What follows belongs to an exercise in optimizing a design on an open flow for small area, a short achievable clock period and few clock cycles per item; a production flow would make more cautious choices. RTL that was checked went through simulation tests only; none was proved equivalent to the original.

==> inputs of v12 <==
==> flow/design.v <==
package ece571f23_g5_aes_pkg;
  localparam int AES_STATE_BYTES = 16;
endpackage
module ece571f23_g5_aes_sbox_in (
  input  logic [7:0] a,
  input  logic       inv,
  output logic [7:0] x
);
  wire t0 = a[4] ^ a[6];
  wire t1 = a[4] ^ a[7];
  wire t2 = a[6] ^ t1;
  wire t3 = a[0] ^ a[1];
  wire t4 = t0 ^ t3;
  wire t5 = a[5] ^ t4;
  wire t6 = a[1] ^ t5;
  wire t7 = a[4] ^ t5;
  wire t8 = a[1] ^ t7;
  wire t9 = a[7] ^ t8;
  wire t10 = a[3] ^ t3;
  wire t11 = a[6] ^ t10;
  wire t12 = a[2] ^ t11;
  wire t13 = t1 ^ t10;
  wire t14 = a[2] ^ a[7];
  wire t15 = a[5] ^ t14;
  wire t16 = t7 ^ t14;
  wire t17 = t8 ^ t10;
  wire t18 = t5 ^ t17;
  assign x[0] = inv ? (t0 ^ 1'b1) : (t7);
  assign x[1] = inv ? (t11 ^ 1'b1) : (t9);
  assign x[2] = inv ? (t1) : (t16);
  assign x[3] = inv ? (t4 ^ 1'b1) : (t6);
  assign x[4] = inv ? (t18 ^ 1'b1) : (t8);
  assign x[5] = inv ? (t5) : (t12);
  assign x[6] = inv ? (t2 ^ 1'b1) : (t13);
  assign x[7] = inv ? (t15 ^ 1'b1) : (a[0]);
endmodule
module ece571f23_g5_aes_gf_inv_pre (
  input  logic [7:0]  x,
  output logic [11:0] p
);
  function automatic logic [1:0] m4(input logic [1:0] a, input logic [1:0] b);
    logic e;
    e  = (a[1] ^ a[0]) & (b[1] ^ b[0]);
    m4 = {(a[1] & b[1]) ^ e, (a[0] & b[0]) ^ e};
  endfunction
  function automatic logic [1:0] k4(input logic [1:0] a);
    k4 = {a[1] ^ a[0], a[1]};
  endfunction
  function automatic logic [3:0] m16(input logic [3:0] a, input logic [3:0] b);
    logic [1:0] e;
    e   = k4(m4(a[3:2] ^ a[1:0], b[3:2] ^ b[1:0]));
    m16 = {m4(a[3:2], b[3:2]) ^ e, m4(a[1:0], b[1:0]) ^ e};
  endfunction
  function automatic logic [3:0] sqnu(input logic [3:0] v);
    sqnu = {v[0] ^ v[2], v[1] ^ v[3], v[1], v[0] ^ v[1]};
  endfunction
  assign p = {x, m16(x[7:4], x[3:0]) ^ sqnu(x[7:4] ^ x[3:0])};
endmodule
module ece571f23_g5_aes_gf_inv_post (
  input  logic [11:0] p,
  output logic [7:0]  y
);
  function automatic logic [1:0] m4(input logic [1:0] a, input logic [1:0] b);
    logic e;
    e  = (a[1] ^ a[0]) & (b[1] ^ b[0]);
    m4 = {(a[1] & b[1]) ^ e, (a[0] & b[0]) ^ e};
  endfunction
  function automatic logic [1:0] k4(input logic [1:0] a);
    k4 = {a[1] ^ a[0], a[1]};
  endfunction
  function automatic logic [3:0] m16(input logic [3:0] a, input logic [3:0] b);
    logic [1:0] e;
    e   = k4(m4(a[3:2] ^ a[1:0], b[3:2] ^ b[1:0]));
    m16 = {m4(a[3:2], b[3:2]) ^ e, m4(a[1:0], b[1:0]) ^ e};
  endfunction
  function automatic logic [3:0] inv16(input logic [3:0] a);
    logic [1:0] s, d, di;
    s     = a[3:2] ^ a[1:0];
    d     = m4(a[3:2], a[1:0]) ^ k4({s[0], s[1]});
    di    = {d[0], d[1]};
    inv16 = {m4(a[1:0], di), m4(a[3:2], di)};
  endfunction
  logic [3:0] di;
  assign di = inv16(p[3:0]);
  assign y  = {m16(p[7:4], di), m16(p[11:8], di)};
endmodule
module ece571f23_g5_aes_gf_inv (
  input  logic [7:0] x,
  output logic [7:0] y
);
  logic [11:0] p;
  ece571f23_g5_aes_gf_inv_pre  u_pre  (.x(x), .p(p));
  ece571f23_g5_aes_gf_inv_post u_post (.p(p), .y(y));
endmodule
module ece571f23_g5_aes_sbox_out (
  input  logic [7:0] y,
  input  logic       inv,
  output logic [7:0] s
);
  wire t0 = y[0] ^ y[4];
  wire t1 = y[0] ^ y[6];
  wire t2 = y[1] ^ y[4];
  wire t3 = y[0] ^ t2;
  wire t4 = y[2] ^ y[6];
  wire t5 = y[0] ^ t4;
  wire t6 = y[2] ^ t3;
  wire t7 = y[3] ^ y[4];
  wire t8 = y[1] ^ t7;
  wire t9 = y[3] ^ y[5];
  wire t10 = y[4] ^ t5;
  wire t11 = t8 ^ t10;
  wire t12 = t9 ^ t10;
  wire t13 = y[7] ^ t1;
  wire t14 = t8 ^ t13;
  wire t15 = t9 ^ t13;
  wire t16 = y[2] ^ t15;
  assign s[0] = inv ? (y[7]) : (t8 ^ 1'b1);
  assign s[1] = inv ? (t0) : (t3 ^ 1'b1);
  assign s[2] = inv ? (t6) : (t15);
  assign s[3] = inv ? (t14) : (t11);
  assign s[4] = inv ? (t7) : (t5);
  assign s[5] = inv ? (t16) : (t9 ^ 1'b1);
  assign s[6] = inv ? (t12) : (t4 ^ 1'b1);
  assign s[7] = inv ? (t2) : (t1);
endmodule
module ece571f23_g5_aes_sbox (
  output logic [7:0] out,
  input  logic [7:0] in,
  input  logic       inv
);
  logic [7:0] x, y;
  ece571f23_g5_aes_sbox_in  u_in  (.a(in), .inv(inv), .x(x));
  ece571f23_g5_aes_gf_inv   u_inv (.x(x), .y(y));
  ece571f23_g5_aes_sbox_out u_out (.y(y), .inv(inv), .s(out));
endmodule
module ece571f23_g5_aes_inv_sbox
(
  output logic [7:0] out,
  input  logic [7:0] in
);
  ece571f23_g5_aes_sbox u_sbox (
    .out (out),
    .in  (in),
    .inv (1'b1)
  );
endmodule
module ece571f23_g5_aes_subbytes_seq (
  input  logic         clk,
  input  logic         rst,
  input  logic         in_valid,
  output logic         in_ready,
  input  logic         in_inverse,
  input  logic [127:0] datain,
  output logic         out_valid,
  input  logic         out_ready,
  output logic [127:0] dataout,
  output logic         busy
);
  logic         sk_v_q, sk_v_d, rdy_q, busy_q, v1_q, v1_d, v2_q, v2_d;
  logic         sk_inv_q, inv1_q;
  logic [127:0] x_d, sk_x_q, x_q, y, res_d, res_q;
  logic         acc, ld2, ld1, src_v, src_inv;
  logic [127:0] src_x;
  for (genvar k = 0; k < 16; k++) begin : g_lane
    ece571f23_g5_aes_sbox_in u_in (
      .a   (datain[8*k +: 8]),
      .inv (in_inverse),
      .x   (x_d[8*k +: 8])
    );
    ece571f23_g5_aes_gf_inv u_inv (
      .x (x_q[8*k +: 8]),
      .y (y[8*k +: 8])
    );
    ece571f23_g5_aes_sbox_out u_out (
      .y   (y[8*k +: 8]),
      .inv (inv1_q),
      .s   (res_d[8*k +: 8])
    );
  end
  assign acc = in_valid && !sk_v_q;    
  assign ld2 = !v2_q || out_ready;     
  assign ld1 = !v1_q || ld2;           
  assign src_v   = sk_v_q || acc;
  assign src_x   = sk_v_q ? sk_x_q   : x_d;
  assign src_inv = sk_v_q ? sk_inv_q : in_inverse;
  always_comb begin
    if (sk_v_q) sk_v_d = !ld1;
    else        sk_v_d = acc && !ld1;
    v1_d = ld1 ? src_v : v1_q;
    v2_d = ld2 ? v1_q  : v2_q;
  end
  always_ff @(posedge clk) begin
    if (rst) begin
      sk_v_q <= 1'b0;
      rdy_q  <= 1'b1;
      busy_q <= 1'b0;
      v1_q   <= 1'b0;
      v2_q   <= 1'b0;
    end else begin
      sk_v_q <= sk_v_d;
      rdy_q  <= !sk_v_d;
      busy_q <= sk_v_d || v1_d || v2_d;
      v1_q   <= v1_d;
      v2_q   <= v2_d;
    end
  end
  always_ff @(posedge clk) begin
    if (!sk_v_q) begin
      sk_x_q   <= x_d;
      sk_inv_q <= in_inverse;
    end
  end
  always_ff @(posedge clk) begin
    if (ld1) begin
      x_q    <= src_x;
      inv1_q <= src_inv;
    end
  end
  always_ff @(posedge clk) begin
    if (ld2) begin
      res_q <= res_d;
    end
  end
  assign in_ready  = rdy_q;
  assign out_valid = v2_q;
  assign dataout   = res_q;
  assign busy      = busy_q;
endmodule
==> flow/flow/run.sh <==
#!/bin/bash
# Layout flow: the standard flow (standard.sh, ORFS from synthesis to the
# final layout), run with these changes:
#  - synthesis: the standard flow's synthesis script (synth_recipe.tcl) unchanged, except
#    that ABC maps the logic with an area-recovering script
#    (flow/abc_area.script) instead of ORFS's delay script, and Yosys's
#    half/full-adder extraction is off (ADDER_MAP_FILE empty), so the S-box
#    XOR/AND logic is left to ABC. Flip-flops are mapped before ABC, so the
#    registers are the standard synthesis's, with the same names and cells.
#  - port buffers: every input and output still gets a buffer, as a
#    sky130_fd_sc_hd__buf_1 instead of ORFS's default choice.
set -euo pipefail
W=$(pwd)
cat > "$W/area_synth.tcl" <<TCL
proc abc {args} {
  set i [lsearch -exact \$args -script]
  if {\$i >= 0} {
    set args [lreplace \$args \$i [expr {\$i + 1}] -script $W/flow/abc_area.script]
  }
  yosys abc {*}\$args
}
source $W/synth_recipe.tcl
TCL
bash "$W/standard.sh" SYNTH_SCRIPT="$W/area_synth.tcl" BUFFER_PORTS_ARGS="-buffer_cell sky130_fd_sc_hd__buf_1" ADDER_MAP_FILE= SETUP_SLACK_MARGIN=12.2 finish > "$W/standard_flow.log" 2>&1
==> flow/flow/abc_area.script <==
strash
&get -n
&dch -f
&nf -R 1000
&put
strash
&get -n
&dch -f
&nf -R 1000
&put
==> flow/standard.sh <==
#!/bin/bash
# synth_recipe.tcl (not shown) runs the flow's synth.tcl, then flattens the netlist and writes it again
# the make line also repeats each setting of config.mk as NAME=value (left out here)
make -C /OpenROAD-flow-scripts/flow DESIGN_CONFIG=/design/flow/config.mk WORK_HOME=/design/flow/orfs CLKGATE_MAP_FILE= SYNTH_SCRIPT=/design/flow/synth_recipe.tcl "${@:-finish}"
==> flow/config.mk <==
export PLATFORM = sky130hd
export DESIGN_NAME = ece571f23_g5_aes_subbytes_seq
export DESIGN_NICKNAME = ece571f23_g5_aes_subbytes_seq
export VERILOG_FILES = /design/flow/design.v
export SDC_FILE = /design/flow/constraint.sdc
export NUM_CORES = 4
export LEC_CHECK = 0
export CAP_MARGIN = 20
export CORE_MARGIN = 2
export CORE_UTILIZATION = 60
export CTS_BUF_LIST = sky130_fd_sc_hd__clkbuf_4
export CTS_CLUSTER_SIZE = 30
export PLACE_DENSITY = 0.75
export SETUP_SLACK_MARGIN = 1.0
export SLEW_MARGIN = 20
==> flow/constraint.sdc <==
create_clock -name core_clock -period 17.5 [get_ports {clk}]
set_input_delay 3.5000 -clock core_clock [delete_from_list [all_inputs] [get_ports {clk}]]
set_output_delay 3.5000 -clock core_clock [all_outputs]
set_load 0.01 [all_outputs]
==> v29 (differences from v12) <==
--- a/flow/design.v
+++ b/flow/design.v
@@ -133,17 +133,6 @@
   ece571f23_g5_aes_gf_inv   u_inv (.x(x), .y(y));
   ece571f23_g5_aes_sbox_out u_out (.y(y), .inv(inv), .s(out));
 endmodule
-module ece571f23_g5_aes_inv_sbox
-(
-  output logic [7:0] out,
-  input  logic [7:0] in
-);
-  ece571f23_g5_aes_sbox u_sbox (
-    .out (out),
-    .in  (in),
-    .inv (1'b1)
-  );
-endmodule
 module ece571f23_g5_aes_subbytes_seq (
   input  logic         clk,
   input  logic         rst,
@@ -156,7 +145,7 @@
   output logic [127:0] dataout,
   output logic         busy
 );
-  logic         sk_v_q, sk_v_d, rdy_q, busy_q, v1_q, v1_d, v2_q, v2_d;
+  logic         sk_v_q, sk_v_d, rdy_q, v1_q, v2_q;
   logic         sk_inv_q, inv1_q;
   logic [127:0] x_d, sk_x_q, x_q, y, res_d, res_q;
   logic         acc, ld2, ld1, src_v, src_inv;
@@ -186,22 +175,18 @@
   always_comb begin
     if (sk_v_q) sk_v_d = !ld1;
     else        sk_v_d = acc && !ld1;
-    v1_d = ld1 ? src_v : v1_q;
-    v2_d = ld2 ? v1_q  : v2_q;
   end
   always_ff @(posedge clk) begin
     if (rst) begin
       sk_v_q <= 1'b0;
       rdy_q  <= 1'b1;
-      busy_q <= 1'b0;
       v1_q   <= 1'b0;
       v2_q   <= 1'b0;
     end else begin
       sk_v_q <= sk_v_d;
       rdy_q  <= !sk_v_d;
-      busy_q <= sk_v_d || v1_d || v2_d;
-      v1_q   <= v1_d;
-      v2_q   <= v2_d;
+      if (ld2) v2_q <= v1_q;
+      if (ld1) v1_q <= src_v;
     end
   end
   always_ff @(posedge clk) begin
@@ -211,18 +196,18 @@
     end
   end
   always_ff @(posedge clk) begin
-    if (ld1) begin
+    if (ld1 && src_v) begin
       x_q    <= src_x;
       inv1_q <= src_inv;
     end
   end
   always_ff @(posedge clk) begin
-    if (ld2) begin
+    if (ld2 && v1_q) begin
       res_q <= res_d;
     end
   end
   assign in_ready  = rdy_q;
   assign out_valid = v2_q;
   assign dataout   = res_q;
-  assign busy      = busy_q;
-endmodule
+  assign busy      = sk_v_q || v1_q || v2_q;
+endmodule
==> flow/flow/run.sh (replaced) <==
#!/bin/bash
# Layout flow: the standard flow (standard.sh), with one change to synthesis:
# ABC maps the logic with an area-recovering script (flow/abc_area.script)
# instead of ORFS's delay script. Registers are mapped before ABC, so they are
# the standard synthesis's registers, with the same names and cells.
set -euo pipefail
W=$(pwd)
cat > "$W/area_synth.tcl" <<TCL
proc abc {args} {
  set i [lsearch -exact \$args -script]
  if {\$i >= 0} {
    set args [lreplace \$args \$i [expr {\$i + 1}] -script $W/flow/abc_area.script]
  }
  yosys abc {*}\$args
}
source $W/synth_recipe.tcl
TCL
bash "$W/standard.sh" SYNTH_SCRIPT="$W/area_synth.tcl" BUFFER_PORTS_ARGS="-buffer_cell sky130_fd_sc_hd__buf_1" ADDER_MAP_FILE= finish > "$W/standard_flow.log" 2>&1
CTS_BUF_LIST = not set   (was sky130_fd_sc_hd__clkbuf_4)
CTS_CLUSTER_SIZE = not set   (was 30)
==> results.txt <==
In v29 the register-to-register slack is lower than in v12, by 0.25 ns.
Against v12, the count of clock-buffer cells in the layout of v29 is lower by 101.
In global-route usage, v12 and v29 hardly differ.
In v12 the worst setup slack is better than in v29, by 0.31 ns.
In v12 the utilization is higher than in v29, by 2.7 points.
Synthesized area is about the same in v12 and v29.
==> figures <==
metric	v29	v12
Fraction of area in registers	0.322	0.310
Clock buf count	55	156
Starting Density	0.607	0.608
Worst-margin pin slew	1.14 ns	1.18 ns
Shortest period the worst path allows	5.55 ns	5.23 ns
Net count after synthesis	3278	3311
Total clock buffers created by CTS	44	102
Number of nets at the end of the flow	3598	3703
Clock tree root driver cell	clkbuf_16	clkbuf_4
Run status	complete, no violations	complete, no violations
Area fraction in compound gates after synthesis	0.0934	0.0927
Layout buffering overhead excluding clock cells	0.0332	0.0352
Testbench counts of v29, summed over its fixed seeds: cycles 1,040, items 1,024.
The RTL of v12 was laid out without a check of its function.

-- afterwards: timing with drivers on the ports --
Ports are ideal in the flow. The routed layouts listed here were re-timed in OpenROAD. Step 1 sets driving cells, clkbuf_16 on the clock port and buf_2 on the other inputs (assumed; they add their load-dependent delay and slew). Step 2 moves the port delays by t, midway between the first and last clock arrival at a register: inputs arrive t later, outputs are due t later. That takes back most of the time a late clock gives input paths. a / b / c = ideal ports / drivers / drivers and shift; a / b = the first two.
run | shift t [ns] | setup WS [ns] | worst setup path at the end | worst register clock-pin slew, ns | worst slew at a driven data input, ns
v12 | 0.889 | 12.268 / 12.268 / 11.725 | input to register | 0.08 / 0.08 | 0.10
v29 | 0.629 | 11.955 / 11.991 / 11.361 | input to register | 0.06 / 0.06 | 0.11
After both steps setup and hold are still met in every run listed. The setup slack of v29, which loses most, moves by +0.036 ns with the drivers and by -0.594 ns with both steps.
